Source: an optimization exercise on an open RTL-to-GDS flow (aim: small area, a short achievable clock period and few clock cycles per item). Production flows keep margins and buffers that such runs may drop. Function was checked by simulation only, so behaviour that the tests miss may differ from the original. Power figures rest on the tool's default switching activity, not on a simulated workload.

==> flow/design.v (excerpt) <==
module multi_stack_shared_buffer_core #(
   parameter int NUM_STACKS = msb_pkg::NUM_STACKS_DEFAULT,
   parameter int CAPACITY   = msb_pkg::CAPACITY_DEFAULT,
   parameter int DATA_WIDTH = msb_pkg::DATA_WIDTH_DEFAULT
) (
   input  wire logic        clock,
   input  wire logic        reset,
   input  wire logic        req_tvalid,
   output      logic        req_tready,
   input  wire logic [31:0] req_tdata,    
   input  wire logic [3:0]  req_tuser,    
   output      logic        rsp_tvalid,
   input  wire logic        rsp_tready,
   output      logic [31:0] rsp_tdata,    
   output      logic [1:0]  rsp_tuser     
);
   msb_pkg::req_type req;
   msb_pkg::rsp_type rsp;
   assign req.action   = msb_pkg::action_type'(req_tuser[1:0]);
   assign req.stack_id = req_tuser[3:2];
   assign req.value    = req_tdata;
   msb_engine #(
      .NUM_STACKS (NUM_STACKS),
      .CAPACITY   (CAPACITY),
      .DATA_WIDTH (DATA_WIDTH)
   ) u_engine (
      .clock     (clock),
      .reset     (reset),
      .req_valid (req_tvalid),
      .req_ready (req_tready),
      .req       (req),
      .rsp_valid (rsp_tvalid),
      .rsp_ready (rsp_tready),
      .rsp       (rsp)
   );
   assign rsp_tdata = rsp.data;
   assign rsp_tuser = rsp.status;
endmodule
clock: 4.0 ns
lec_check: 0
cap_margin: 20
core_margin: 2
core_utilization: 65
cts_buf_list: sky130_fd_sc_hd__clkbuf_16
cts_cluster_diameter: 70
cts_cluster_size: 24
setup_slack_margin: 2.3
slew_margin: 20
tns_end_percent: 0
standard.sh (not shown) runs the stock make flow with config.mk's settings and CLKGATE_MAP_FILE= SYNTH_SCRIPT=/design/flow/synth_recipe.tcl, a recipe that flattens the netlist after the stock synthesis.
==> flow/flow/run.sh <==
#!/bin/bash
export BUFFER_PORTS_ARGS="-buffer_cell sky130_fd_sc_hd__buf_2"
export CTS_ARGS="-sink_clustering_enable -repair_clock_nets -dont_use_dummy_load -buf_list sky130_fd_sc_hd__clkbuf_16 -sink_clustering_size 24 -sink_clustering_max_diameter 70"
bash standard.sh > standard.log 2>&1
The first run finished with timing, DRC and antenna clean.
Testbench counts at the start, summed over its fixed seeds: cycles 8,016, items 8,000.
Change:
==> flow/run.sh (new file) <==
#!/bin/bash
# synth_recipe.tcl (not shown) runs the flow's synth.tcl, then flattens the netlist and writes it again
# the make line also repeats each setting of config.mk as NAME=value (left out here)
make -C /OpenROAD-flow-scripts/flow DESIGN_CONFIG=/design/flow/config.mk WORK_HOME=/design/flow/orfs CLKGATE_MAP_FILE= SYNTH_SCRIPT=/design/flow/synth_recipe.tcl finish
- CORE_UTILIZATION: 65 -> 40
removed: flow/flow/run.sh
removed: flow/standard.sh
The changed run finished clean.
Final area goes up by about 4%.
Synthesized area stays the same.
Die area goes up by about 60%.
Critical path depth goes down by 1.
Non-clock buffer count goes up by 3.
Sequential share of layout area goes down by 2.7 points.
Global-route usage goes down by 10 points.
Total power goes up by about 7.5%.
Clock skew goes down by 9.4 ps.
Change:
- CORE_UTILIZATION: 40 -> 60
- SETUP_SLACK_MARGIN: 2.3 -> 1.9
After rerunning: The new run passed the timing, DRC and antenna checks. Sequential cell count is unchanged. Synthesized area stays the same. Total power is about the same. Count of clock-buffer cells in the layout came out higher by 1. Die area falls by 33%.
Change:
==> flow/flow/run.sh (new file) <==
#!/bin/bash
export BUFFER_PORTS_ARGS="-buffer_cell sky130_fd_sc_hd__buf_2"
export CTS_ARGS="-sink_clustering_enable -repair_clock_nets -dont_use_dummy_load -buf_list sky130_fd_sc_hd__clkbuf_16 -sink_clustering_size 24 -sink_clustering_max_diameter 70"
bash standard.sh > standard.log 2>&1
==> flow/standard.sh (new file) <==
#!/bin/bash
# synth_recipe.tcl (not shown) runs the flow's synth.tcl, then flattens the netlist and writes it again
# the make line also repeats each setting of config.mk as NAME=value (left out here)
make -C /OpenROAD-flow-scripts/flow DESIGN_CONFIG=/design/flow/config.mk WORK_HOME=/design/flow/orfs CLKGATE_MAP_FILE= SYNTH_SCRIPT=/design/flow/synth_recipe.tcl "${@:-finish}"
removed: flow/run.sh
=>
- The new run finished with timing, DRC and antenna clean
- clock skew goes up by 14 ps
- non-clock buffer count goes down by 29
- global-route usage decreases by 1.3 points
- total power is lower by 6.0%
- design area is lower by 4.8%
- sequential power hardly moves
- first-iteration DRC count shrinks by 27%
- setup slack is worse by 180 ps
- core utilization fell by 3.4 points
- cell count went down by 2.4%
- area after synthesis does not change

========
Another version of the RTL of multi_stack_shared_buffer_core (not shown whole).
Size: roughly 1400 cells after synthesis, ~670 flip-flops.
Settings: LEC_CHECK=0, CAP_MARGIN=20, CORE_MARGIN=2, CORE_UTILIZATION=65, CTS_BUF_LIST=sky130_fd_sc_hd__clkbuf_16, CTS_CLUSTER_DIAMETER=80, CTS_CLUSTER_SIZE=32, SETUP_SLACK_MARGIN=2.3, SLEW_MARGIN=20, TNS_END_PERCENT=0; clock period 4.0 ns.
==> flow/flow/run.sh <==
#!/bin/bash
export BUFFER_PORTS_ARGS="-buffer_cell sky130_fd_sc_hd__buf_2"
export CTS_ARGS="-sink_clustering_enable -repair_clock_nets -dont_use_dummy_load -buf_list sky130_fd_sc_hd__clkbuf_16 -sink_clustering_size 32 -sink_clustering_max_diameter 80"
bash standard.sh > standard.log 2>&1
Testbench counts at the start, summed over its fixed seeds: cycles 8,016, items 8,000.
Edit:
==> flow/flow/run.sh (replaced) <==
#!/bin/bash
export BUFFER_PORTS_ARGS="-buffer_cell sky130_fd_sc_hd__buf_2"
export CTS_ARGS="-sink_clustering_enable -repair_clock_nets -dont_use_dummy_load -buf_list sky130_fd_sc_hd__clkbuf_16 -sink_clustering_size 24 -sink_clustering_max_diameter 70"
bash standard.sh > standard.log 2>&1
--- a/flow/config.mk
+++ b/flow/config.mk
@@ -9,7 +9,7 @@
 export CORE_MARGIN = 2
-export CORE_UTILIZATION = 65
+export CORE_UTILIZATION = 70
 export CTS_BUF_LIST = sky130_fd_sc_hd__clkbuf_16
-export CTS_CLUSTER_DIAMETER = 80
-export CTS_CLUSTER_SIZE = 32
-export SETUP_SLACK_MARGIN = 2.3
+export CTS_CLUSTER_DIAMETER = 70
+export CTS_CLUSTER_SIZE = 24
+export SETUP_SLACK_MARGIN = 2.5
 export SLEW_MARGIN = 20
The new run went through all stages and came out clean.
Sequential share of layout area rises by 0.79 points.
Routed wire length decreases by a few percent.
Critical path depth shrinks by 2.
Synthesized cell count stays the same.
Total power rises by a few percent.
Global-route usage increases by 1.7 points.
Design area went down slightly.
Clock-buffer cell count grows by 6.
Maximum frequency drops by a few percent.

==> what the ideal ports hide <==
The flow's constraints put no driver on any port. The routed layouts listed below were extracted and timed again, unchanged, in two steps. Step 1 sets driving cells, clkbuf_16 on the clock port and buf_2 on the other inputs (assumed; they add their load-dependent delay and slew). Step 2 moves the port delays by t, midway between the first and last clock arrival at a register: inputs arrive t later, outputs are due t later. That takes back most of the time a late clock gives input paths. a / b / c = no drivers / after step 1 / after step 2; a / b = the first two.
| run | shift t [ns] | slack for setup (ns) | worst hold slack (ns) | clock arrival spread, ns |
|---|---|---|---|---|
| the first run of note 1 | 0.611 | 1.613 / 1.608 / 0.997 | 0.429 / 0.429 / 0.429 | 0.038 / 0.038 |
| the second run of note 1 | 0.637 | 1.597 / 1.610 / 0.973 | 0.434 / 0.434 / 0.434 | 0.039 / 0.039 |
| the third run of note 1 | 0.648 | 1.647 / 1.612 / 1.020 | 0.471 / 0.471 / 0.471 | 0.048 / 0.048 |
| the fourth run of note 1 | 0.607 | 1.468 / 1.471 / 0.865 | 0.438 / 0.438 / 0.438 | 0.060 / 0.061 |
| the first run of note 2 | 0.631 | 1.721 / 1.706 / 1.075 | 0.416 / 0.416 / 0.416 | 0.126 / 0.126 |
| the second run of note 2 | 0.573 | 1.598 / 1.598 / 1.036 | 0.435 / 0.435 / 0.435 | 0.074 / 0.074 |
After both steps every run listed still meets setup and hold. For the first run of note 2, which loses most, drivers alone change the setup slack by -0.015 ns; drivers and shift together by -0.646 ns.
